Source: an optimization exercise on an open RTL-to-GDS flow (aim: a short achievable clock period and few clock cycles per item). Production flows keep margins and buffers that such runs may drop. Function was checked by simulation only, so behaviour that the tests miss may differ from the original. No activity file was given, so power comes from the tool's default toggle rates.

===== design/flow/run.sh =====
#!/bin/bash
# synth_recipe.tcl (not shown) runs the flow's synth.tcl, then flattens the netlist and writes it again
# the make line also repeats each setting of config.mk as NAME=value (left out here)
make -C /OpenROAD-flow-scripts/flow DESIGN_CONFIG=/design/flow/config.mk WORK_HOME=/design/flow/orfs CLKGATE_MAP_FILE= SYNTH_SCRIPT=/design/flow/synth_recipe.tcl finish

===== design/flow/config.mk =====
export PLATFORM = sky130hd
export DESIGN_NAME = swt16_top
export DESIGN_NICKNAME = swt16_top
export VERILOG_FILES = /design/flow/design.v
export SDC_FILE = /design/flow/constraint.sdc
export NUM_CORES = 4
export LEC_CHECK = 0
export CAP_MARGIN = 20
export CORE_MARGIN = 2
export CORE_UTILIZATION = 40
export SETUP_SLACK_MARGIN = 1.0
export SLEW_MARGIN = 20

===== design/flow/constraint.sdc =====
create_clock -name core_clock -period 4.6 [get_ports {clock}]
set_input_delay 0.9200 -clock core_clock [delete_from_list [all_inputs] [get_ports {clock}]]
set_output_delay 0.9200 -clock core_clock [all_outputs]
set_load 0.01 [all_outputs]

===== design/flow/design.v =====
`default_nettype none
package swt16_pkg;
   localparam int word_width    = 16;
   localparam int reg_idx_width = 4;
   localparam int num_regs      = 16;
   localparam int opcode_width  = 4;
   localparam int imm_width     = 8;
   localparam int shamt_width   = 4;
   typedef logic [word_width-1:0]    word_t;
   typedef logic [word_width-1:0]    instr_t;
   typedef logic [reg_idx_width-1:0] reg_idx_t;
   typedef logic [imm_width-1:0]     imm_t;
   typedef enum logic [opcode_width-1:0] {
      op_nop = 4'd0,
      op_ldi = 4'd1,
      op_add = 4'd2,
      op_sub = 4'd3,
      op_and = 4'd4,
      op_or  = 4'd5,
      op_xor = 4'd6,
      op_sll = 4'd7,
      op_srl = 4'd8,
      op_sra = 4'd9
   } opcode_t;
   typedef enum logic [3:0] {
      alu_pass_imm,
      alu_add,
      alu_sub,
      alu_and,
      alu_or,
      alu_xor,
      alu_sll,
      alu_srl,
      alu_sra
   } alu_op_t;
endpackage
`default_nettype wire
`timescale 1ns/1ps
`default_nettype none
module regfile (
   input  wire           clock,
   input  wire           rst,
   input  wire           write,
   input  wire swt16_pkg::reg_idx_t write_idx,
   input  wire swt16_pkg::word_t    write_data,
   input  wire swt16_pkg::reg_idx_t rd1_idx,
   input  wire swt16_pkg::reg_idx_t rd2_idx,
   output swt16_pkg::word_t         rd1_data,
   output swt16_pkg::word_t         rd2_data
);
   swt16_pkg::word_t regs [swt16_pkg::num_regs];
   always_ff @(posedge clock) begin
      if (rst) begin
         for (int i = 0; i < swt16_pkg::num_regs; i++) begin
            regs[i] <= '0;
         end
      end else if (write) begin
         regs[write_idx] <= write_data;
      end
   end
   assign rd1_data = regs[rd1_idx];
   assign rd2_data = regs[rd2_idx];
endmodule
`default_nettype wire
`timescale 1ns/1ps
`default_nettype none
module decode_stage (
   input  wire         clock,
   input  wire         rst,
   input  wire         instr_valid,
   input  wire swt16_pkg::instr_t instr,
   output logic        instr_ready,
   output logic        op_valid,
   input  wire         op_ready,
   output swt16_pkg::alu_op_t     op_alu_op,
   output swt16_pkg::reg_idx_t    op_dst_idx,
   output swt16_pkg::reg_idx_t    op_src1_idx,
   output swt16_pkg::reg_idx_t    op_src2_idx,
   output swt16_pkg::imm_t        op_imm
);
   swt16_pkg::opcode_t  opcode;
   swt16_pkg::reg_idx_t dst_idx;
   swt16_pkg::reg_idx_t src1_idx;
   swt16_pkg::reg_idx_t src2_idx;
   swt16_pkg::imm_t     imm;
   swt16_pkg::alu_op_t  dec_alu_op;
   logic     dec_valid;
   assign opcode   = swt16_pkg::opcode_t'(instr[15:12]);
   assign dst_idx  = instr[11:8];
   assign src1_idx = instr[7:4];
   assign src2_idx = instr[3:0];
   assign imm      = instr[swt16_pkg::imm_width-1:0];
   always_comb begin
      dec_valid  = 1'b1;
      dec_alu_op = swt16_pkg::alu_pass_imm;
      case (opcode)
         swt16_pkg::op_ldi:  dec_alu_op = swt16_pkg::alu_pass_imm;
         swt16_pkg::op_add:  dec_alu_op = swt16_pkg::alu_add;
         swt16_pkg::op_sub:  dec_alu_op = swt16_pkg::alu_sub;
         swt16_pkg::op_and:  dec_alu_op = swt16_pkg::alu_and;
         swt16_pkg::op_or:   dec_alu_op = swt16_pkg::alu_or;
         swt16_pkg::op_xor:  dec_alu_op = swt16_pkg::alu_xor;
         swt16_pkg::op_sll:  dec_alu_op = swt16_pkg::alu_sll;
         swt16_pkg::op_srl:  dec_alu_op = swt16_pkg::alu_srl;
         swt16_pkg::op_sra:  dec_alu_op = swt16_pkg::alu_sra;
         default: dec_valid = 1'b0;
      endcase
   end
   assign instr_ready = !op_valid || op_ready;
   always_ff @(posedge clock) begin
      if (rst) begin
         op_valid    <= 1'b0;
         op_alu_op   <= swt16_pkg::alu_pass_imm;
         op_dst_idx  <= '0;
         op_src1_idx <= '0;
         op_src2_idx <= '0;
         op_imm      <= '0;
      end else if (instr_ready) begin
         op_valid <= instr_valid && dec_valid;
         if (instr_valid && dec_valid) begin
            op_alu_op   <= dec_alu_op;
            op_dst_idx  <= dst_idx;
            op_src1_idx <= src1_idx;
            op_src2_idx <= src2_idx;
            op_imm      <= imm;
         end
      end
   end
endmodule
`default_nettype wire
`timescale 1ns/1ps
`default_nettype none
module exec_stage (
   input  wire        clock,
   input  wire        rst,
   input  wire        op_valid,
   output logic       op_ready,
   input  swt16_pkg::alu_op_t    op_alu_op,
   input  swt16_pkg::reg_idx_t   op_dst_idx,
   input  swt16_pkg::reg_idx_t   op_src1_idx,
   input  swt16_pkg::reg_idx_t   op_src2_idx,
   input  swt16_pkg::imm_t       op_imm,
   output swt16_pkg::reg_idx_t   rd1_idx,
   output swt16_pkg::reg_idx_t   rd2_idx,
   input  wire swt16_pkg::word_t rd1_data,
   input  wire swt16_pkg::word_t rd2_data,
   output logic       res_valid,
   input  wire        res_ready,
   output swt16_pkg::reg_idx_t   res_dst_idx,
   output swt16_pkg::word_t      res_data
);
   swt16_pkg::word_t                  src1;
   swt16_pkg::word_t                  src2;
   swt16_pkg::word_t                  neg_src2;
   swt16_pkg::word_t                  alu_res;
   logic [swt16_pkg::shamt_width-1:0] shamt;
   logic                   byp1;
   logic                   byp2;
   assign rd1_idx = op_src1_idx;
   assign rd2_idx = op_src2_idx;
   assign byp1 = res_valid && (res_dst_idx == op_src1_idx);
   assign byp2 = res_valid && (res_dst_idx == op_src2_idx);
   assign src1 = byp1 ? res_data : rd1_data;
   assign src2 = byp2 ? res_data : rd2_data;
   assign shamt    = src2[swt16_pkg::shamt_width-1:0];
   assign neg_src2 = ~src2 + swt16_pkg::word_t'(1);
   always_comb begin
      case (op_alu_op)
         swt16_pkg::alu_pass_imm: alu_res = swt16_pkg::word_t'(op_imm);
         swt16_pkg::alu_add:      alu_res = src1 + src2;
         swt16_pkg::alu_sub:      alu_res = src1 + neg_src2;
         swt16_pkg::alu_and:      alu_res = src1 & src2;
         swt16_pkg::alu_or:       alu_res = src1 | src2;
         swt16_pkg::alu_xor:      alu_res = src1 ^ src2;
         swt16_pkg::alu_sll:      alu_res = src1 << shamt;
         swt16_pkg::alu_srl:      alu_res = src1 >> shamt;
         swt16_pkg::alu_sra:      alu_res = swt16_pkg::word_t'($signed(src1) >>> shamt);
         default:      alu_res = '0;
      endcase
   end
   assign op_ready = !res_valid || res_ready;
   always_ff @(posedge clock) begin
      if (rst) begin
         res_valid   <= 1'b0;
         res_dst_idx <= '0;
         res_data    <= '0;
      end else if (op_ready) begin
         res_valid <= op_valid;
         if (op_valid) begin
            res_dst_idx <= op_dst_idx;
            res_data    <= alu_res;
         end
      end
   end
endmodule
`default_nettype wire
`timescale 1ns/1ps
`default_nettype none
module writeback_stage (
   input  wire  clock,
   input  wire  rst,
   input  wire      res_valid,
   output logic     res_ready,
   input  swt16_pkg::reg_idx_t res_dst_idx,
   input  swt16_pkg::word_t    res_data,
   output logic reg_write,
   output swt16_pkg::reg_idx_t reg_write_idx,
   output swt16_pkg::word_t    reg_write_data,
   output logic     wb_valid,
   input  wire      wb_ready,
   output swt16_pkg::reg_idx_t wb_reg_idx,
   output swt16_pkg::word_t    wb_data
);
   assign res_ready = !wb_valid || wb_ready;
   assign reg_write      = res_valid && res_ready;
   assign reg_write_idx  = res_dst_idx;
   assign reg_write_data = res_data;
   always_ff @(posedge clock) begin
      if (rst) begin
         wb_valid   <= 1'b0;
         wb_reg_idx <= '0;
         wb_data    <= '0;
      end else if (res_ready) begin
         wb_valid <= res_valid;
         if (res_valid) begin
            wb_reg_idx <= res_dst_idx;
            wb_data    <= res_data;
         end
      end
   end
endmodule
`default_nettype wire
`timescale 1ns/1ps
`default_nettype none
module swt16_top (
   input  wire        clock,
   input  wire        rst,
   input  wire        instr_valid,
   input  wire [15:0] instr,
   output wire        instr_ready,
   output wire        wb_valid,
   input  wire        wb_ready,
   output wire [3:0]  wb_reg_idx,
   output wire [15:0] wb_data
);
   logic     reg_write;
   swt16_pkg::reg_idx_t reg_write_idx;
   swt16_pkg::word_t    reg_write_data;
   swt16_pkg::reg_idx_t rd1_idx;
   swt16_pkg::reg_idx_t rd2_idx;
   swt16_pkg::word_t    rd1_data;
   swt16_pkg::word_t    rd2_data;
   logic     op_valid;
   logic     op_ready;
   swt16_pkg::alu_op_t  op_alu_op;
   swt16_pkg::reg_idx_t op_dst_idx;
   swt16_pkg::reg_idx_t op_src1_idx;
   swt16_pkg::reg_idx_t op_src2_idx;
   swt16_pkg::imm_t     op_imm;
   logic     res_valid;
   logic     res_ready;
   swt16_pkg::reg_idx_t res_dst_idx;
   swt16_pkg::word_t    res_data;
   regfile regfile_i (
      .clock      (clock),
      .rst        (rst),
      .write      (reg_write),
      .write_idx  (reg_write_idx),
      .write_data (reg_write_data),
      .rd1_idx    (rd1_idx),
      .rd2_idx    (rd2_idx),
      .rd1_data   (rd1_data),
      .rd2_data   (rd2_data)
   );
   decode_stage decode_stage_i (
      .clock       (clock),
      .rst         (rst),
      .instr_valid (instr_valid),
      .instr       (instr),
      .instr_ready (instr_ready),
      .op_valid    (op_valid),
      .op_ready    (op_ready),
      .op_alu_op   (op_alu_op),
      .op_dst_idx  (op_dst_idx),
      .op_src1_idx (op_src1_idx),
      .op_src2_idx (op_src2_idx),
      .op_imm      (op_imm)
   );
   exec_stage exec_stage_i (
      .clock    (clock),
      .rst      (rst),
      .op_valid    (op_valid),
      .op_ready    (op_ready),
      .op_alu_op   (op_alu_op),
      .op_dst_idx  (op_dst_idx),
      .op_src1_idx (op_src1_idx),
      .op_src2_idx (op_src2_idx),
      .op_imm      (op_imm),
      .rd1_idx  (rd1_idx),
      .rd2_idx  (rd2_idx),
      .rd1_data (rd1_data),
      .rd2_data (rd2_data),
      .res_valid   (res_valid),
      .res_ready   (res_ready),
      .res_dst_idx (res_dst_idx),
      .res_data    (res_data)
   );
   writeback_stage writeback_stage_i (
      .clock          (clock),
      .rst            (rst),
      .res_valid   (res_valid),
      .res_ready   (res_ready),
      .res_dst_idx (res_dst_idx),
      .res_data    (res_data),
      .reg_write      (reg_write),
      .reg_write_idx  (reg_write_idx),
      .reg_write_data (reg_write_data),
      .wb_valid       (wb_valid),
      .wb_ready       (wb_ready),
      .wb_reg_idx     (wb_reg_idx),
      .wb_data        (wb_data)
   );
endmodule
`default_nettype wire

==> impl_metrics.toml <==
[sta]
slew_viol_final = 0
final-hold-violation-count = 0
maxSlewHeadroom = 0.291
fin_setup_tns_ns = 0
fmax_ghz = 0.229
worstMarginPinSlew_ns = 1.05
setup_violations = 0
fin_crit_ns = 4.37
period_share = 0.950
rsz0062_at_grt = "true"
fin_ws_ns = 0.232
finClkSkew_ns = 0.0219

[finish]
num-fill-cells = 4467
insertedDiodeCount = 0
regArea_um2 = 9040
areaGrowthSynthToFinish_pct = 18.5
multi_input_area_um2 = 10800
nets = 1885
final_cell_mix = "edfxtp_1 (256), nor3_1 (165), mux4_2 (154)"
drive_gt1_frac = 0.278
final_common_cell = "edfxtp_1"

[yosys]
async_flop_share = 0
avgSynthCellArea_um2 = 11.5
synthCells = 1750
synth_nets = 1827
synth_area_um2 = 20200
synth_ff_type = "edfxtp_1"
synth_seq_cells = 323
synth_cell_types = 72
ys_seq_area_frac = 0.447
synth_warnings = 4
synth_edf_count = 256

[routing]
avgRoutedWirePerCell_um = 27.8
top_layer_used = "met4"
wl_um = 69600
dr_wl_met3_um = 5980
drt_iter0_drc = 1846
drt-met1-wl_um = 27200
vias_per_cell = 6.36
drc_errors = 0
vias = 16000
dr_wl_met2_um = 32400
firstDrtPassIters = 5
ant_nets = 0

[clock_network]
clock_path_buffers = 3
cts_tree = "yes"
clock_sinks = 323
cts.htree.levels = 2
root_buffer = "clkbuf_16"
clk_latency_ns = 0.57
clk_pin_slew_worst_paths_ns = 0.06
cts_buffers = 37

[floorplan]
die_y_um = 229
die-width_um = 229
pin_count = 42
num_rows = 82
dieArea_um2 = 52300
coreArea_um2 = 50000
initial_core_util = 0.404

[grt]
grt_pass1_vias = 15800
grt_usage = 0.262
grt_first_pass_wirelength_um = 103000
grt_overflow_total = 0
grt_max_degree = 50
antenna_found_initial = 1

[pwr]
ir_drop_uv = 229
leakage_nw = 8.26
p_per_area_nw_per_um2 = 343

[critical_path]
cp_max_fo = 8
path_class = "reg2reg"
crit_required_ns = 5.03
cp_cell_sequence = "buf_16, buf_12, mux4_2, mux4_2, mux2_4, ha_4, or3_4, a311oi_4, o311ai_2, o41a_1, a31oi_2, xnor2_1, a221oi_1, a31oi_1"
cp_slowest_cell = "mux4_2"
cpPeakStageDelay_ns = 0.51
crit_top_cell = "mux4_2"
cp-start-kind = "register"
cp.arrival_ns = 4.80
worst_setup_path_end_kind = "register"

[outcome]
status = "timing/DRC/antenna clean"

[place]
dpl.hpwl_um = 45300
globalplace.congestion = 0.997
portBuffers = 41
place_ws_ns = 0.111

[hold_path]
hold_class = "reg2reg"
min_from = "writeback_stage_i.wb_data[8]$_SDFFE_PP0P_"

[job]
cap_violations = 0
==> cell usage after synthesis (all sizes together) (31+ instances only) <==
| cell type | instances | area share |
|---|---|---|
| a21oi | 77 | 0.020 |
| and2 | 100 | 0.031 |
| buf | 38 | 0.010 |
| clkbuf | 137 | 0.025 |
| dfxtp | 67 | 0.066 |
| edfxtp | 256 | 0.38 |
| ha | 55 | 0.034 |
| inv | 63 | 0.012 |
| mux2 | 31 | 0.017 |
| mux2i | 83 | 0.042 |
| mux4 | 154 | 0.17 |
| nand2 | 114 | 0.021 |
| nor2 | 91 | 0.017 |
| nor3 | 173 | 0.043 |
| o21ai | 38 | 0.0094 |
==> metrics by stage <==
step / hold WS, ns / std cells / util / area (um^2) / power (mW)
3_5_place_dp: 0.446 / 2383 / 0.434 / 21700 / 4.98
5_1_grt: 0.479 / 2506 / 0.479 / 23900 / 8.45
6_report: 0.450 / 2506 / 0.479 / 23900 / 8.20
4_1_cts: 0.453 / 2474 / 0.468 / 23400 / 8.06
2_1_floorplan: 0.432 / 1750 / - / 20400 / 4.47
3_3_place_gp: 0.439 / 2382 / 0.433 / 21600 / 4.96
==> state kept, by name (all words and copies together) (netlist names), named ones only <==
name                          flops
writeback_stage_i.wb_data        16
writeback_stage_i.wb_reg_idx      4
regfile_i.regs                  256
decode_stage_i.op_imm             7
exec_stage_i.res_dst_idx          4
writeback_stage_i.wb_valid        1
decode_stage_i.op_alu_op          4
decode_stage_i.op_dst_idx         4
exec_stage_i.res_valid            1
decode_stage_i.op_src1_idx        1
decode_stage_i.op_valid           1
exec_stage_i.res_data            16
==> critical path, delay by kind of cell, from the launching register on <==
kind / cells / cell delay, ns
compound gates: 6 / 1.54
flops: 1 / 0.40
buf+inv: 2 / 0.28
mux: 3 / 1.36
xor+xnor: 1 / 0.09
simple gates: 1 / 0.38
fa+ha+maj: 1 / 0.18
==> final timing paths <==
check | to | slack (ns) | cells after the start
setup reg to reg | exec_stage_i.res_data[13]$_SDFFE_PP0P_ | 0.23 | 14
setup / recovery | exec_stage_i.res_data[13]$_SDFFE_PP0P_ | 0.23 | 14
hold reg to reg | writeback_stage_i.wb_data[8]$_SDFFE_PP0P_ | 0.45 | 2
hold / removal | writeback_stage_i.wb_data[8]$_SDFFE_PP0P_ | 0.45 | 2
==> report_power, final <==
group          switching [mW]  internal, mW  leakage (nW)
clock                    1.28          1.70         0.574
sequential             0.0850          3.24          3.19
combinational            1.07         0.828          4.49
==> area by class of cell <==
class,count,share of cell area
multi-input cells,1189,0.451
flip-flops and latches,323,0.378
repair buffers,194,0.0770
clock buffers,43,0.0409
well taps,672,0.0351
inverters,63,0.0101
clock inverters,22,0.00836
==> per-layer routing <==
| metal | vias to the layer above | GRT usage |
|---|---|---|
| met2 | 952 | 0.424 |
| met4 | 0 | 0.127 |
| li1 | 6811 | - |
| met3 | 225 | 0.0444 |
| met5 | - | 0 |
| met1 | 7962 | 0.343 |
==> cell families after synthesis <==
group | after synthesis | share of synthesized area
buffers and inverters | 238 | 0.0473
xor gates and xnor gates | 10 | 0.00434
AOI/OAI and AO/OA | 264 | 0.0879
muxes | 268 | 0.231
DFF | 323 | 0.447
adders and majority gates | 57 | 0.0360
and+or+nand+nor | 590 | 0.147
==> timing repair <==
item	in CTS	in global routing
resized for setup	52	53
gates cloned	2	2
setup endpoints to repair	16	16
hold buffers	0	0
pin swaps	16	36
buffers inserted	24	30
Testbench counts, summed over its fixed seeds: cycles 40,024, items 40,000.

[port drivers added, routing unchanged]
The flow's constraints put no driver on any port. The routed layout listed below was extracted and timed again, unchanged, in two steps. Step 1 sets driving cells, clkbuf_16 on the clock port and buf_2 on the other inputs (assumed; they add their load-dependent delay and slew). Step 2 times the ports against the registers' clock, not the clock port: input delays grow and output delays shrink by t, the midpoint of the rising clock arrivals with the driver on. Three values: no drivers, after step 1, after step 2; two values: the first two.
shift t [ns]: 0.617
setup slack, ns: 0.232 / 0.232 / 0.232
latest minus earliest clock arrival (ns): 0.022 / 0.023
After both steps setup and hold are still met in this run. The setup slack of this run moves by 0.000 ns with the drivers and by 0.000 ns with both steps.
